This design comes from an exercise in tuning for small area, a short achievable clock period and few clock cycles on the open sky130 flow, not from production work. The RTL was checked by simulation tests, not by an equivalence proof against the original design.

==> 04-10: inputs <==
Design alu_seq, start of the top module:
module alu_seq #(
  parameter int WIDTH = 64
) (
  input  logic             i_clk,
  input  logic             i_rst,
  input  logic             i_start,
  input  logic [WIDTH-1:0] i_a,
  input  logic [WIDTH-1:0] i_b,
  input  logic             i_cin,
  input  logic [3:0]       i_s,
  output logic [WIDTH-1:0] o_o,
  output logic [WIDTH-1:0] o_hi,
  output logic             o_cout,
  output logic             o_oflow,
  output logic             o_ntive,
  output logic             o_zero,
  output logic             o_busy,
  output logic             o_done
);
make LEC_CHECK=0 CAP_MARGIN=20 CORE_MARGIN=2 CORE_UTILIZATION=40 PLACE_DENSITY=0.6 SETUP_SLACK_MARGIN=2.5 SLEW_MARGIN=20 finish   # period 7.0 ns
run.sh (not shown) runs the stock make flow with config.mk's settings and CLKGATE_MAP_FILE= SYNTH_SCRIPT=/design/flow/synth_recipe.tcl, a recipe that flattens the netlist after the stock synthesis.
==> 09-13: changes against 04-10 <==
--- a/flow/design.v
+++ b/flow/design.v
@@ -28,14 +28,15 @@
   logic [WIDTH:0]   r_s, r_c;             
   logic [K-1:0]     r_xl, r_yl;           
   logic             r_cy;                 
   logic [WIDTH-1:0] r_pl;                 
   logic [D-1:0]     r_on, r_tw, r_ng;     
   logic             r_cr;                 
   logic             r_cout, r_oflow;
+  logic             r_mz;                 
   logic [K:0]   w_bx;
   logic [D-1:0] w_on, w_tw, w_ng;
   assign w_bx = r_busy ? r_pl[2*K-1:K-1] : {i_b[K-1:0], 1'b0};
   always_comb
     for (int i = 0; i < D; i++) begin
       w_ng[i] = w_bx[2*i+2] & ~(w_bx[2*i+1] & w_bx[2*i]);
       w_on[i] = w_bx[2*i+1] ^ w_bx[2*i];
@@ -1266,27 +1267,28 @@
   assign t1199 = (t885 & t1040) | (t885 & t1039) | (t1040 & t1039);
   assign t1200 = bp7[64] ^ t1042 ^ t1041;
   assign t1201 = (bp7[64] & t1042) | (bp7[64] & t1041) | (t1042 & t1041);
   assign t1202 = ~r_ng[7] ^ cr[63] ^ t1043;
   assign t1203 = (~r_ng[7] & cr[63]) | (~r_ng[7] & t1043) | (cr[63] & t1043);
   assign t_x = {t1203, t1202, t1200, t1198, t1196, t1194, t1192, t1190, t1188, t1186, t1184, t1182, t1180, t1178, t1176, t1174, t1172, t1170, t1168, t1166, t1164, t1162, t1160, t1158, t1156, t1154, t1152, t1150, t1148, t1146, t1144, t1142, t1140, t1138, t1136, t1134, t1132, t1130, t1128, t1126, t1124, t1122, t1120, t1118, t1116, t1114, t1112, t1110, t1108, t1106, t1104, t1102, t1100, t1098, t1096, t1094, t1092, t1090, t1088, t1086, t1084, t1082, t1080, t1078, t1076, t1074, t1072, t1070, t1068, t1066, t1064, t1062, t1060, t1058, t1056, t1054, t1052, t1050, t1048, t1046, bp0[0]};
   assign t_y = {1'b0, t1201, t1199, t1197, t1195, t1193, t1191, t1189, t1187, t1185, t1183, t1181, t1179, t1177, t1175, t1173, t1171, t1169, t1167, t1165, t1163, t1161, t1159, t1157, t1155, t1153, t1151, t1149, t1147, t1145, t1143, t1141, t1139, t1137, t1135, t1133, t1131, t1129, t1127, t1125, t1123, t1121, t1119, t1117, t1115, t1113, t1111, t1109, t1107, t1105, t1103, t1101, t1099, t1097, t1095, t1093, t1091, t1089, t1087, t1085, t1083, t1081, t1079, t1077, t1075, t1073, t1071, t1069, t1067, t1065, t1063, t1061, t1059, t1057, t1055, t1053, t1051, t1049, t1047, t1045, t1044};
-  logic          w_sub;
-  logic [AW-1:0] w_x, w_y;
-  logic          w_ci;
-  logic [AW-1:0] w_t;
-  assign w_sub = (i_s != 4'd0);           
-  assign w_x   = r_busy ? {r_s[WIDTH-1:0], r_xl} : AW'(i_a);
-  assign w_y   = r_busy ? {r_c[WIDTH-1:0], r_yl} : AW'(i_b ^ {WIDTH{w_sub}});
-  assign w_ci  = r_busy ? r_cy : (w_sub | i_cin);
-  assign w_t   = w_x + w_y + AW'(w_ci);
-  logic w_c, w_v, w_cy;
-  assign w_c  = w_t[WIDTH] ^ w_x[WIDTH] ^ w_y[WIDTH];
-  assign w_v  = (i_a[M] == w_y[M]) && (w_t[M] != i_a[M]);
-  assign w_cy = w_t[K] ^ w_x[K] ^ w_y[K];
+  logic             w_sub, w_ci, w_t0;
+  logic [WIDTH-1:0] w_y, w_t;
+  logic             w_c, w_v;
+  assign w_sub = i_s[0];
+  assign w_ci  = i_s[0] | i_cin;
+  assign w_y   = i_b ^ {WIDTH{w_sub}};
+  assign {w_c, w_t, w_t0} = {1'b0, i_a, w_ci} + {1'b0, w_y, w_ci};
+  assign w_v   = (i_a[M] == w_y[M]) && (w_t[M] != i_a[M]);
+  logic [AW-1:0] m_x, m_y, m_t;
+  logic          m_t0, m_cy;
+  assign m_x = {r_s[WIDTH-1:0], r_xl};
+  assign m_y = {r_c[WIDTH-1:0], r_yl};
+  assign {m_t, m_t0} = {m_x, r_cy} + {m_y, r_cy};
+  assign m_cy = m_t[K] ^ m_x[K] ^ m_y[K];
   logic             w_left, w_fill;
   logic [WIDTH-1:0] w_sx, w_sy, w_shf;
   assign w_left = (i_s == 4'd6);
   assign w_fill = (i_s == 4'd8) & i_a[M];
   always_comb begin
     for (int i = 0; i < WIDTH; i++) w_sx[i] = w_left ? i_a[M-i] : i_a[i];
     w_sy = WIDTH'($signed({w_fill, w_sx}) >>> i_b[5:0]);
@@ -1343,19 +1345,19 @@
     end
   end
   always_ff @(posedge i_clk) begin
     r_on <= w_on;
     r_tw <= w_tw;
     r_ng <= w_ng;
     if (r_busy) begin
-      r_pl <= {w_t[K-1:0], r_pl[WIDTH-1:K]};
-      r_cy <= w_cy;
+      r_pl <= {m_t[K-1:0], r_pl[WIDTH-1:K]};
+      r_cy <= m_cy;
       r_cr <= (r_cnt == 3'(NC - 2)) & r_pl[2*K-1];
       if (w_fin) begin
-        r_s <= {1'b0, w_t[AW-1:K]};
+        r_s <= {1'b0, m_t[AW-1:K]};
       end else begin
         r_s  <= t_x[AW:K];
         r_c  <= t_y[AW:K];
         r_xl <= t_x[K-1:0];
         r_yl <= t_y[K-1:0];
       end
     end else begin
@@ -1365,18 +1367,19 @@
       r_xl    <= '0;
       r_yl    <= '0;
       r_cy    <= 1'b0;
       r_cr    <= 1'b0;
       r_pl    <= w_res;
       r_cout  <= w_ar & w_c;
       r_oflow <= w_ar & w_v;
+      r_mz    <= (i_a == '0) | (i_b == '0);
     end
   end
   assign o_o     = r_pl;
   assign o_hi    = r_s[WIDTH-1:0];
   assign o_cout  = r_cout;
   assign o_oflow = r_oflow;
   assign o_ntive = r_mul ? r_s[M] : r_pl[M];
-  assign o_zero  = ~|{r_s[WIDTH-1:0], r_pl};
+  assign o_zero  = r_mul ? r_mz : ~|r_pl;
   assign o_busy  = r_busy;
   assign o_done  = r_done;
 endmodule
- SETUP_SLACK_MARGIN: 2.5 -> 3.0
==> comparison table <==
metric	09-13	04-10
Outcome	no timing/DRC/antenna violations	no timing/DRC/antenna violations
Number of cells traversed by the worst register-to-register path	13	19
Non-clk bufs	756	690
Inserted Clock Buffers	44	42
Fin crit share	60.1%	72.6%
GR met2 Demand/Resource	55.4%	56.7%
Die height	369 um	360 um
FF/Latch Area	7290 um2	7240 um2
Type of the worst setup path	reg2reg	in2reg
Metal3 WL	29700 um	34300 um
Clock insertion delay at the later pin of the skew report	0.64 ns	0.66 ns
Buffering stage count on the worst path with inverters included	4	8
Detailed Place HPWL	190000 um	204000 um
Post-route core utilization	49.7%	48.4%
Synth-to-Final Area Change	23.2%	19.9%
Fraction of layout cells with a size suffix above 1	21.1%	17.8%
Post-route setup slack	2.79 ns	1.91 ns
Post-place setup slack	1.04 ns	0.550 ns
Number of iterations in the first detailed-routing pass	9	6
Proportion of synthesized flip-flops having asynchronous set or reset	1.85%	1.86%
Worst Setup EP	r_s[2]	r_s[43]
Sinks on the clock net	324	323
Tap cell count	1755	1650
Number of cells on the critical path	13	23
Testbench counts of 04-10, summed over its fixed seeds: cycles 5,550.
Testbench counts of 09-13, summed over its fixed seeds: cycles 5,550.

* * *

==> inputs of job 9678 <==
Another version of the RTL of alu_seq (not shown whole).
clock: 7.0 ns
lec_check: 0
cap_margin: 20
core_margin: 2
core_utilization: 60
place_density: 0.75
setup_slack_margin: 3.0
slew_margin: 20
tns_end_percent: 0
==> inputs of job 3527, as changes to job 9678 <==
--- a/flow/design.v
+++ b/flow/design.v
@@ -29,26 +29,17 @@
   logic [K-1:0]     r_xl, r_yl;           
   logic             r_cy;                 
   logic [WIDTH-1:0] r_pl;                 
   logic [D-1:0]     r_on, r_tw, r_ng;     
   logic             r_cr;                 
   logic             r_cout, r_oflow;
   logic             r_mz;                 
-  logic             r_early;              
-  logic w_sha, w_shb, w_swap, w_early;
-  logic [WIDTH-1:0] w_mcand;
-  assign w_sha   = ~|i_a[WIDTH-1:K];
-  assign w_shb   = ~|i_b[WIDTH-1:K];
-  assign w_swap  = w_sha & ~w_shb;
-  assign w_early = w_sha | w_shb;
-  assign w_mcand = w_swap ? i_b : i_a;
   logic [K:0]   w_bx;
   logic [D-1:0] w_on, w_tw, w_ng;
-  assign w_bx = r_busy ? r_pl[2*K-1:K-1]
-                      : {(w_swap ? i_a[K-1:0] : i_b[K-1:0]), 1'b0};
+  assign w_bx = r_busy ? r_pl[2*K-1:K-1] : {i_b[K-1:0], 1'b0};
   always_comb
     for (int i = 0; i < D; i++) begin
       w_ng[i] = w_bx[2*i+2] & ~(w_bx[2*i+1] & w_bx[2*i]);
       w_on[i] = w_bx[2*i+1] ^ w_bx[2*i];
       w_tw[i] = (w_bx[2*i+2] & ~w_bx[2*i+1] & ~w_bx[2*i]) |
                 (~w_bx[2*i+2] & w_bx[2*i+1] & w_bx[2*i]);
     end
@@ -1314,16 +1305,15 @@
     case (i_s)
       4'd0, 4'd1:       w_ar = 1'b1;
       4'd2:             w_tt = 4'b1000;
       4'd3:             w_tt = 4'b1110;
       4'd4:             w_tt = 4'b0110;
       4'd5:             w_tt = 4'b0011;
       4'd6, 4'd7, 4'd8: w_sf = 1'b1;
-      4'd9:             w_tt = w_swap ? 4'b1100 : 4'b1010;   
-      4'd10:            w_tt = 4'b1010;   
+      4'd9, 4'd10:      w_tt = 4'b1010;   
       4'd11:            w_lt = 1'b1;
       default: ;
     endcase
     for (int i = 0; i < WIDTH; i++) begin
       w_lg[i]  = i_b[i] ? (i_a[i] ? w_tt[3] : w_tt[1])
                         : (i_a[i] ? w_tt[2] : w_tt[0]);
       w_res[i] = w_lg[i] | (w_ar & w_t[i]) | (w_sf & w_shf[i]);
@@ -1337,15 +1327,15 @@
     if (i_rst) begin
       r_busy <= 1'b0;
       r_done <= 1'b0;
       r_mul  <= 1'b0;
       r_cnt  <= '0;
     end else begin
       if (r_busy) begin
-        r_cnt <= (r_early && r_cnt == 3'd0) ? 3'(NC) : r_cnt + 1'b1;
+        r_cnt <= r_cnt + 1'b1;
         if (w_fin) begin
           r_busy <= 1'b0;
           r_done <= 1'b1;
         end
       end else begin
         r_cnt  <= '0;
         r_mul  <= (i_s == 4'd9);
@@ -1359,35 +1349,29 @@
     r_tw <= w_tw;
     r_ng <= w_ng;
     if (r_busy) begin
       r_pl <= {m_t[K-1:0], r_pl[WIDTH-1:K]};
       r_cy <= m_cy;
       r_cr <= (r_cnt == 3'(NC - 2)) & r_pl[2*K-1];
       if (w_fin) begin
-        if (r_early) begin
-          r_s  <= {{(WIDTH+1-K){1'b0}}, m_t[AW-1:WIDTH]};
-          r_pl <= m_t[WIDTH-1:0];
-        end else begin
-          r_s  <= {1'b0, m_t[AW-1:K]};
-        end
+        r_s <= {1'b0, m_t[AW-1:K]};
       end else begin
         r_s  <= t_x[AW:K];
         r_c  <= t_y[AW:K];
         r_xl <= t_x[K-1:0];
         r_yl <= t_y[K-1:0];
       end
     end else begin
-      r_a     <= w_mcand;
-      r_early <= w_early;
+      r_a     <= i_a;
       r_s     <= '0;
       r_c     <= '0;
       r_xl    <= '0;
       r_yl    <= '0;
       r_cy    <= 1'b0;
-      r_cr    <= w_early & (w_swap ? i_a[K-1] : i_b[K-1]);
+      r_cr    <= 1'b0;
       r_pl    <= w_res;
       r_cout  <= w_ar & w_c;
       r_oflow <= w_ar & w_v;
       r_mz    <= (i_a == '0) | (i_b == '0);
     end
   end
   assign o_o     = r_pl;
==> flow/config.mk (replaced) <==
export PLATFORM = sky130hd
export DESIGN_NAME = alu_seq
export DESIGN_NICKNAME = alu_seq
export VERILOG_FILES = /design/flow/design.v
export SDC_FILE = /design/flow/constraint.sdc
export NUM_CORES = 4
export LEC_CHECK = 0
export CAP_MARGIN = 20
export CORE_MARGIN = 2
export CORE_UTILIZATION = 40
export PLACE_DENSITY = 0.6
export SETUP_SLACK_MARGIN = 3.0
export SLEW_MARGIN = 20
export TNS_END_PERCENT = 10
==> notes <==
- Job 9678 passed the timing, design-rule and antenna checks. Job 3527 finished with timing, DRC and antenna clean.
- Of job 9678 and job 3527, job 9678 has the higher non-clock buffer count (gap 71).
- Between job 3527 and job 9678, the lower via count is in job 3527 (gap about 14%, measured against job 9678).
- In job 3527 the sequential share of layout area is higher than in job 9678, by 0.42 points.
- Against job 9678, the die area of job 3527 is higher by 43%.
- In job 3527 the register-to-register slack is higher than in job 9678, by 0.31 ns.
- Between job 3527 and job 9678, the lower global-route usage is in job 3527 (gap 23 points).
- In job 9678 the utilization is higher than in job 3527, by 23 points.
Testbench counts of job 9678, summed over its fixed seeds: cycles 5,103.
Testbench counts of job 3527, summed over its fixed seeds: cycles 5,550.

==> what the ideal ports hide <==
How much do the figures lean on ideal ports? The routed layouts below were timed once more, with nothing changed but the port constraints. Step 1 (the two cells are an assumption about what drives the block):
set clk [get_ports {i_clk}]
set_driving_cell -lib_cell sky130_fd_sc_hd__clkbuf_16 $clk
set_driving_cell -lib_cell sky130_fd_sc_hd__buf_2 [delete_from_list [all_inputs] $clk]
Step 2 times the ports against the registers' clock, not the clock port: input delays grow and output delays shrink by t, the midpoint of the rising clock arrivals with the driver on. Slacks: no drivers / after step 1 / after step 2; pairs: no drivers / after step 1.
run | shift t [ns] | setup WS [ns] | worst setup path after step 2 | clock arrival spread, ns | worst data-port slew with drivers (ns)
04-10 | 0.710 | 1.915 / 1.943 / 1.234 | input to register | 0.042 / 0.041 | 0.08
09-13 | 0.700 | 2.792 / 2.792 / 2.122 | input to register | 0.030 / 0.031 | 0.15
job 9678 | 0.670 | 2.234 / 2.064 / 1.394 | input to register | 0.030 / 0.030 | 0.38
job 3527 | 0.700 | 2.757 / 2.722 / 2.022 | input to register | 0.028 / 0.029 | 0.17
After both steps setup and hold are still met in every run listed. The setup slack of job 9678, which loses most, moves by -0.170 ns with the drivers and by -0.840 ns with both steps.
